Source: an optimization exercise on an open RTL-to-GDS flow (aim: a short achievable clock period and few clock cycles per item). Production flows keep margins and buffers that such runs may drop. RTL that was checked went through simulation tests only; none was proved equivalent to the original.

== oak ==
// dual_adc_moving_average_scaler_unit
module dual_adc_moving_average_scaler_unit (
	input  wire logic                   clk,
	input  wire logic                   arst_n,
	input  wire logic                   psel,
	input  wire logic                   penable,
	input  wire logic                   pwrite,
	input  wire logic [PADDR_W-1:0]     paddr,
	input  wire logic [PDATA_W-1:0]     pwdata,
	output logic      [PDATA_W-1:0]     prdata,
	output logic                        pready,
	input  wire logic                   in_valid,
	output logic                        in_ready,
	input  wire logic [SAMPLE_BITS-1:0] battery_sample,
	input  wire logic [SAMPLE_BITS-1:0] thermistor_sample,
	output logic                        out_valid,
	input  wire logic                   out_ready,
	output logic      [OUT_W-1:0]       battery_mv,
	output logic signed [OUT_W-1:0]     temperature_centi_c,
	output logic                        window_full
);
	logic [VREF_W-1:0]  vref;
	logic [RATIO_W-1:0] ratio;
	logic [DROP_W-1:0]  drop;
	logic [OFFS_W-1:0]  offs;
	logic               wr_gain;
	logic               cfg_ready_nxt;
	logic [G_W-1:0]     g1;
	logic [G_W+1:0]     g3;
	logic [V_W-1:0]     v1;
	logic [V_W+1:0]     v3;
	logic [17:0]        noffs;
	logic               in_ready_q;
	logic               accept;
	logic               en;
	logic               pop;
	logic               avail;
	logic [2:0]         inflight;
	logic [SUM_W-1:0]   bsum;
	logic [SUM_W-1:0]   tsum;
	logic               full;
	logic               out_v;
	logic [OUT_W-1:0]   out_batt;
	logic [OUT_W-1:0]   out_temp;
	logic               out_full;
	logic [2:0]         inflight_nxt;
	damsu_regs u_regs (
		.clk     (clk),
		.arst_n  (arst_n),
		.psel    (psel),
		.penable (penable),
		.pwrite  (pwrite),
		.paddr   (paddr),
		.pwdata  (pwdata),
		.prdata  (prdata),
		.pready  (pready),
		.vref    (vref),
  ...
clock: 8.0 ns
lec_check: 0
abc_clock_period_in_ps: 2000
cap_margin: 20
core_margin: 2
core_utilization: 50
place_density: 0.8
setup_slack_margin: 5
slew_margin: 20
run.sh (not shown) runs the stock make flow with config.mk's settings and CLKGATE_MAP_FILE= SYNTH_SCRIPT=/design/flow/synth_recipe.tcl, a recipe that flattens the netlist after the stock synthesis.
Setup changes, oak to pine
# oak
export LEC_CHECK = 0
export ABC_CLOCK_PERIOD_IN_PS = 2000
export CAP_MARGIN = 20
export CORE_MARGIN = 2
export CORE_UTILIZATION = 50
export PLACE_DENSITY = 0.8
export SETUP_SLACK_MARGIN = 5
export SLEW_MARGIN = 20
create_clock -name core_clock -period 8.0 [get_ports {clk}]
# pine
export LEC_CHECK = 0
export ABC_CLOCK_PERIOD_IN_PS = 2000
export CAP_MARGIN = 20
export CORE_MARGIN = 2
export CORE_UTILIZATION = 50
export SETUP_SLACK_MARGIN = 5
export SLEW_MARGIN = 20
create_clock -name core_clock -period 8.0 [get_ports {clk}]
Notes after the runs:
- Diff oak..pine | buffering overhead | negligible
- Growth of design area from synthesis to finish was lower in oak than in pine.
- Delta (pine minus oak): total instance count after detailed placement was more or less identical; routed length on met3 lost 7.2 mm; wire length shows an increase of about 0.8%.
No run of this note included a check of the RTL's function; only the layout flow was run.


Setup of build 95:
Another version of the RTL of dual_adc_moving_average_scaler_unit (not shown whole).
For scale: ~140 I/O pins, roughly 95000 um2 of cells after synthesis.
==> flow/design.v (excerpt) <==
module dual_adc_moving_average_scaler_unit (
	input  wire logic                   clk,
	input  wire logic                   arst_n,
	input  wire logic                   psel,
	input  wire logic                   penable,
	input  wire logic                   pwrite,
	input  wire logic [PADDR_W-1:0]     paddr,
	input  wire logic [PDATA_W-1:0]     pwdata,
	output logic      [PDATA_W-1:0]     prdata,
	output logic                        pready,
	input  wire logic                   in_valid,
	output logic                        in_ready,
	input  wire logic [SAMPLE_BITS-1:0] battery_sample,
	input  wire logic [SAMPLE_BITS-1:0] thermistor_sample,
	output logic                        out_valid,
	input  wire logic                   out_ready,
	output logic      [OUT_W-1:0]       battery_mv,
	output logic signed [OUT_W-1:0]     temperature_centi_c,
	output logic                        window_full
);
clock: 8.0 ns
lec_check: 0
abc_clock_period_in_ps: 2000
cap_margin: 20
core_margin: 2
core_utilization: 50
setup_slack_margin: 5
slew_margin: 20
### build 95 -> build 69
-- flow/config.mk --
<<< build 95, line 10
export CORE_MARGIN = 2
export CORE_UTILIZATION = 50
export SETUP_SLACK_MARGIN = 5
>>> build 69, line 10
export CORE_MARGIN = 2
export CORE_UTILIZATION = 45
export SETUP_SLACK_MARGIN = 5
==> comparison <==
Of build 69 and build 95, the higher antenna diode count belongs to build 69.
Diff build 69 and build 95: met2 capacity usage during global routing higher in build 95
The wire length of build 69 falls short of that of build 95 by about 2.6%.
Comparing build 95 against build 69, there is no change at all in post-synthesis share of cell area spent on and, or, nand and nor gates.
From build 95 to build 69 the numbers moved as follows: total standard cell area after synthesis about even, area of all placed cells without fillers grew by 0.40%.
The following lists how build 88 was set up differently from build 69:
-- flow/config.mk --
<<< build 69, line 8
export ABC_CLOCK_PERIOD_IN_PS = 2000
export CAP_MARGIN = 20
export CORE_MARGIN = 2
export CORE_UTILIZATION = 45
export SETUP_SLACK_MARGIN = 5
export SLEW_MARGIN = 20
>>> build 88, line 8
export ABC_CLOCK_PERIOD_IN_PS = 2000
export CAP_MARGIN = 40
export CORE_MARGIN = 2
export CORE_UTILIZATION = 50
export SETUP_SLACK_MARGIN = 5
export SLEW_MARGIN = 40
Results
Compared with build 69, build 88 shows a lower fraction of the cycle the final worst path needs.
On register-to-register slack: between build 69 and build 88, it ends up lower for build 69.
Relative to build 69, the worst slack at placement of build 88 is higher by 0.24 ns.
Build 69 ended up with u_regs.vref_q[3] as its startpoint of the worst setup timing path; build 88 ended up with u_regs.rd_q[3].
Function was not checked in any run of this note: the RTL went through the layout flow alone.


dual_adc_moving_average_scaler_unit, a different RTL version from the one above (not shown whole).
For scale: roughly 1700 flip-flops, roughly 140 I/O pins, roughly 98000 um^2 of cells after synthesis.
==> flow/design.v (excerpt) <==
module dual_adc_moving_average_scaler_unit (
	input  wire logic                   clk,
	input  wire logic                   arst_n,
	input  wire logic                   psel,
	input  wire logic                   penable,
	input  wire logic                   pwrite,
	input  wire logic [PADDR_W-1:0]     paddr,
	input  wire logic [PDATA_W-1:0]     pwdata,
	output logic      [PDATA_W-1:0]     prdata,
	output logic                        pready,
	input  wire logic                   in_valid,
	output logic                        in_ready,
	input  wire logic [SAMPLE_BITS-1:0] battery_sample,
	input  wire logic [SAMPLE_BITS-1:0] thermistor_sample,
	output logic                        out_valid,
	input  wire logic                   out_ready,
	output logic      [OUT_W-1:0]       battery_mv,
	output logic signed [OUT_W-1:0]     temperature_centi_c,
	output logic                        window_full
);
Settings: LEC_CHECK=0, ABC_CLOCK_PERIOD_IN_PS=2000, CAP_MARGIN=40, CORE_MARGIN=2, CORE_UTILIZATION=50, SETUP_SLACK_MARGIN=5, SLEW_MARGIN=40; clock period 8.0 ns.
Testbench counts at the start, summed over its fixed seeds: cycles 3,264, items 3,200.
Next try:
--- a/flow/config.mk
+++ b/flow/config.mk
@@ -7,7 +7,8 @@
 export LEC_CHECK = 0
 export ABC_CLOCK_PERIOD_IN_PS = 2000
-export CAP_MARGIN = 40
+export CAP_MARGIN = 20
 export CORE_MARGIN = 2
 export CORE_UTILIZATION = 50
+export GPL_ROUTABILITY_DRIVEN = 0
 export SETUP_SLACK_MARGIN = 5
-export SLEW_MARGIN = 40
+export SLEW_MARGIN = 20
Non-clock buffer count went down by 2. Cell area stays flat. Maximum frequency stays flat. Worst setup slack degrades by 0.0089 ns. Routed wire length went down slightly.


== before ==
Another version of the RTL of dual_adc_moving_average_scaler_unit (not shown whole).
Size: roughly 8700 cells after synthesis, roughly 1200 flip-flops, roughly 140 I/O pins, ~90000 sq um of cells after synthesis.
// dual_adc_moving_average_scaler_unit
module dual_adc_moving_average_scaler_unit (
	input  wire logic                   clk,
	input  wire logic                   arst_n,
	input  wire logic                   psel,
	input  wire logic                   penable,
	input  wire logic                   pwrite,
	input  wire logic [PADDR_W-1:0]     paddr,
	input  wire logic [PDATA_W-1:0]     pwdata,
	output logic      [PDATA_W-1:0]     prdata,
	output logic                        pready,
	input  wire logic                   in_valid,
	output logic                        in_ready,
	input  wire logic [SAMPLE_BITS-1:0] battery_sample,
	input  wire logic [SAMPLE_BITS-1:0] thermistor_sample,
	output logic                        out_valid,
	input  wire logic                   out_ready,
	output logic      [OUT_W-1:0]       battery_mv,
	output logic signed [OUT_W-1:0]     temperature_centi_c,
	output logic                        window_full
);
	logic [VREF_W-1:0]  vref;
	logic [RATIO_W-1:0] ratio;
	logic [DROP_W-1:0]  drop;
	logic [OFFS_W-1:0]  offs;
	logic               wr_gain;
	logic               cfg_ready_nxt;
	logic [G_W-1:0]     g1;
	logic [G_W+1:0]     g3;
	logic [V_W-1:0]     v1;
  ...
export LEC_CHECK = 0
export ABC_CLOCK_PERIOD_IN_PS = 2000
export CAP_MARGIN = 20
export CORE_MARGIN = 2
export CORE_UTILIZATION = 40
export SETUP_SLACK_MARGIN = 5
export SLEW_MARGIN = 20
create_clock -name core_clock -period 8.0 [get_ports {clk}]
Setup changes, before to after
Settings: changing CORE_UTILIZATION from 40 to 50.
Findings:
- after: flow completed, timing, DRC and antenna clean
- Max via count across before and after: before
- Of before and after, before shows the higher footprint of the multi-input gates, with after below it.
- Diff before -> after: number of max-cap violations about even, register share of the cell area rose 0.72 points, minimum clock period fell 0.11 ns.
Function was not checked in any run of this note: the RTL went through the layout flow alone.


dual_adc_moving_average_scaler_unit with an RTL version that a note above also has.
Size in the first run: roughly 140 I/O pins.
export LEC_CHECK = 0
export ABC_CLOCK_PERIOD_IN_PS = 2000
export CAP_MARGIN = 20
export CORE_MARGIN = 2
export CORE_UTILIZATION = 50
export CTS_CLUSTER_DIAMETER = 150
export CTS_CLUSTER_SIZE = 30
export SETUP_SLACK_MARGIN = 5
export SLEW_MARGIN = 20
create_clock -name core_clock -period 8.0 [get_ports {clk}]
The first run produced a clean layout.
Testbench counts at the start, summed over its fixed seeds: cycles 3,264, items 3,200.
Then changed:
Settings changed: CTS_CLUSTER_DIAMETER 150 to 120, CTS_CLUSTER_SIZE 30 to 20.
=> Area after synthesis does not change. Via count increases by 0.59%. Sequential cell count does not change. Cell count rose by 0.44%. Critical path depth does not change. Utilization rises by 0.37 points. Setup slack loses 22 ps. Die area does not change. Routed wire length stays flat. First-iteration DRC count went up by 5.0%.
Then changed:
Settings changed: CTS_CLUSTER_DIAMETER 120 to unset, CTS_CLUSTER_SIZE 20 to unset.
After rerunning: Non-clock buffer count drops by 15. Register-to-register slack loses 20 ps. Routed wire length rose by about 0.7%.


dual_adc_moving_average_scaler_unit, a different RTL version from the one above (not shown whole).
For scale: roughly 7900 cells after synthesis, about 1800 flip-flops, about 99000 µm² of cells after synthesis.
==> flow/config.mk <==
export PLATFORM = sky130hd
export DESIGN_NAME = dual_adc_moving_average_scaler_unit
export DESIGN_NICKNAME = dual_adc_moving_average_scaler_unit
export VERILOG_FILES = /design/flow/design.v
export SDC_FILE = /design/flow/constraint.sdc
export NUM_CORES = 4
export LEC_CHECK = 0
export ABC_CLOCK_PERIOD_IN_PS = 2000
export CAP_MARGIN = 20
export CORE_MARGIN = 2
export CORE_UTILIZATION = 55
export SETUP_SLACK_MARGIN = 5
export SLEW_MARGIN = 20
==> flow/constraint.sdc <==
create_clock -name core_clock -period 8.0 [get_ports {clk}]
set_input_delay 1.6000 -clock core_clock [delete_from_list [all_inputs] [get_ports {clk}]]
set_output_delay 1.6000 -clock core_clock [all_outputs]
set_load 0.01 [all_outputs]
The baseline finished clean.
Then changed:
Settings changed: CORE_UTILIZATION 55 to 50.
Wire length fell by 4.2%; die area is higher by 9.9%; cell area barely changes; worst setup slack got worse by 0.012 ns; first-iteration DRC count goes down by 4.1%; utilization drops by 5.6 points; synthesized area is unchanged; register-to-register slack hardly moves; fmax came out lower by 0.38%; sequential share of layout area shrinks by 0.11 points; worst hold slack gets worse by 0.011 ns.
No run of this note included a check of the RTL's function; only the layout flow was run.


== try-juniper ==
dual_adc_moving_average_scaler_unit, a different RTL version from the one above (not shown whole).
Size: roughly 7900 cells after synthesis, ~1700 flip-flops, ~140 I/O pins, about 97000 um^2 of cells after synthesis.
Settings: LEC_CHECK=0, ABC_CLOCK_PERIOD_IN_PS=2000, CAP_MARGIN=20, CORE_MARGIN=2, CORE_UTILIZATION=50, PLACE_DENSITY=0.8, SETUP_SLACK_MARGIN=5, SLEW_MARGIN=20; clock period 8.0 ns.
Testbench counts of try-juniper, summed over its fixed seeds: cycles 3,256, items 3,200.
[inputs] try-zinc vs try-juniper
Settings: PLACE_DENSITY: 0.8 -> unset.
Findings:
- try-zinc: pre-CTS setup slack is 0.067 ns higher than what try-juniper reported.
- Final-stage net count: try-zinc > try-juniper
- Compared with try-juniper, in try-zinc count of filler cells inserted in the layout grew by 7.2%, minimum period implied by the final worst setup slack fell 0.067 ns, via count went down by 2161, sequential fraction of total cell area down 0.47 points.
- Relative to try-juniper, total global routing track utilization increased by 0.78 points in try-zinc.
- Post-route fraction of the period consumed by the critical path, try-zinc and try-juniper: larger value in try-juniper
Changes in try-raven relative to try-zinc:
Settings: a change of ABC_CLOCK_PERIOD_IN_PS from 2000 to 1000.
==> run notes <==
From try-raven to try-zinc, global-route usage did not move at all. Diff try-zinc -> try-raven: multi-input logic portion of the cell area held steady, adder-cell area share of the yosys netlist neither gained nor lost much. Number of library cell types mapped by synthesis: try-raven vs try-zinc identical. Reported for try-raven and try-zinc, count of clock-buffer cells in the layout turned out identical to the last digit. Comparing try-zinc against try-raven, there is no change at all in global routing met3 resource utilization. Diff try-zinc..try-raven | number of ordinary inverters in the final layout | unchanged.


dual_adc_moving_average_scaler_unit, a different RTL version from the one above (not shown whole).
Size: about 7700 cells after synthesis, ~1600 flip-flops, ~140 I/O pins.
export LEC_CHECK = 0
export ABC_CLOCK_PERIOD_IN_PS = 2000
export CAP_MARGIN = 20
export CORE_MARGIN = 2
export CORE_UTILIZATION = 60
export SETUP_SLACK_MARGIN = 5
export SLEW_MARGIN = 20
create_clock -name core_clock -period 8.0 [get_ports {clk}]
Testbench counts at the start, summed over its fixed seeds: cycles 3,248, items 3,200.
Rerun with:
--- a/flow/config.mk
+++ b/flow/config.mk
@@ -10,3 +10,3 @@
 export CORE_MARGIN = 2
-export CORE_UTILIZATION = 60
+export CORE_UTILIZATION = 50
 export SETUP_SLACK_MARGIN = 5
What happened: Utilization is lower by 11 points; routed wire length shrinks by 0.58%; first-iteration DRC count falls by 19%; worst hold slack improved by 0.0072 ns; fmax hardly moves; final cell count rises by 4.8%.


dual_adc_moving_average_scaler_unit, a different RTL version from the one above (not shown whole).
Size: roughly 7900 cells after synthesis, about 1700 flip-flops, ~98000 sq um of cells after synthesis.
==> flow/config.mk <==
export PLATFORM = sky130hd
export DESIGN_NAME = dual_adc_moving_average_scaler_unit
export DESIGN_NICKNAME = dual_adc_moving_average_scaler_unit
export VERILOG_FILES = /design/flow/design.v
export SDC_FILE = /design/flow/constraint.sdc
export NUM_CORES = 4
export LEC_CHECK = 0
export ABC_CLOCK_PERIOD_IN_PS = 2000
export CAP_MARGIN = 20
export CORE_MARGIN = 2
export CORE_UTILIZATION = 45
export SETUP_SLACK_MARGIN = 5
export SLEW_MARGIN = 20
==> flow/constraint.sdc <==
create_clock -name core_clock -period 8.0 [get_ports {clk}]
set_input_delay 1.6000 -clock core_clock [delete_from_list [all_inputs] [get_ports {clk}]]
set_output_delay 1.6000 -clock core_clock [all_outputs]
set_load 0.01 [all_outputs]
Change:
- CORE_UTILIZATION: 45 -> 50
Effect: Register-to-register slack improved by 0.03 ns. Setup slack got worse by 0.019 ns. Synthesized cell count does not change. Non-clock buffer count climbs by 33. Worst hold slack improved by 0.0091 ns. Cell area barely changes.
Function was not checked in any run of this note: the RTL went through the layout flow alone.

-- re-timing with driven ports --
The results above use ideal ports. As a check the final layouts listed here were re-extracted and re-timed, cells and wires unchanged.
Step 1 sets driving cells, clkbuf_16 on the clock port and buf_2 on the other inputs (assumed; they add their load-dependent delay and slew).
Step 2 also shifts input and output timing later by t, the mid clock arrival at the registers, as if the neighbouring blocks saw the same clock.
Three values: no drivers, after step 1, after step 2; two values: the first two.
run	t (ns)	setup WS [ns]	worst register clock-pin slew, ns	cell pins on the clock port's net
oak	0.891	4.847 / 4.831 / 4.064	0.07 / 0.07	1
pine	0.905	4.801 / 4.801 / 4.054	0.07 / 0.07	1
build 95	0.932	4.966 / 4.875 / 4.102	0.07 / 0.07	1
build 69	0.913	4.916 / 4.902 / 4.071	0.07 / 0.07	1
build 88	0.912	4.964 / 4.878 / 4.128	0.07 / 0.07	1
the first run of note 3	0.916	4.992 / 4.897 / 4.177	0.06 / 0.06	1
the second run of note 3	0.913	4.983 / 4.912 / 4.208	0.07 / 0.07	1
before	0.910	3.190 / 3.190 / 3.190	0.08 / 0.08	1
after	0.897	3.299 / 3.299 / 3.299	0.07 / 0.07	1
the first run of note 5	0.835	4.980 / 4.973 / 4.252	0.12 / 0.12	1
the second run of note 5	0.862	4.959 / 4.959 / 4.211	0.10 / 0.10	1
the third run of note 5	0.914	4.940 / 4.896 / 4.211	0.07 / 0.07	1
the first run of note 6	0.901	4.876 / 4.802 / 4.186	0.07 / 0.07	1
the second run of note 6	0.922	4.864 / 4.778 / 4.148	0.07 / 0.07	1
try-juniper	0.903	4.866 / 4.866 / 4.177	0.07 / 0.07	1
try-zinc	0.914	4.933 / 4.879 / 4.133	0.07 / 0.07	1
try-raven	0.914	4.933 / 4.879 / 4.133	0.07 / 0.07	1
the first run of note 8	0.883	4.725 / 4.725 / 4.130	0.07 / 0.07	1
the second run of note 8	0.918	4.719 / 4.719 / 4.110	0.07 / 0.07	1
the first run of note 9	0.933	4.899 / 4.810 / 4.144	0.07 / 0.07	1
the second run of note 9	0.940	4.879 / 4.788 / 4.157	0.07 / 0.07	1
After both steps setup and hold are still met in every run listed. For build 95, which loses most, drivers alone change the setup slack by -0.091 ns; drivers and shift together by -0.864 ns.
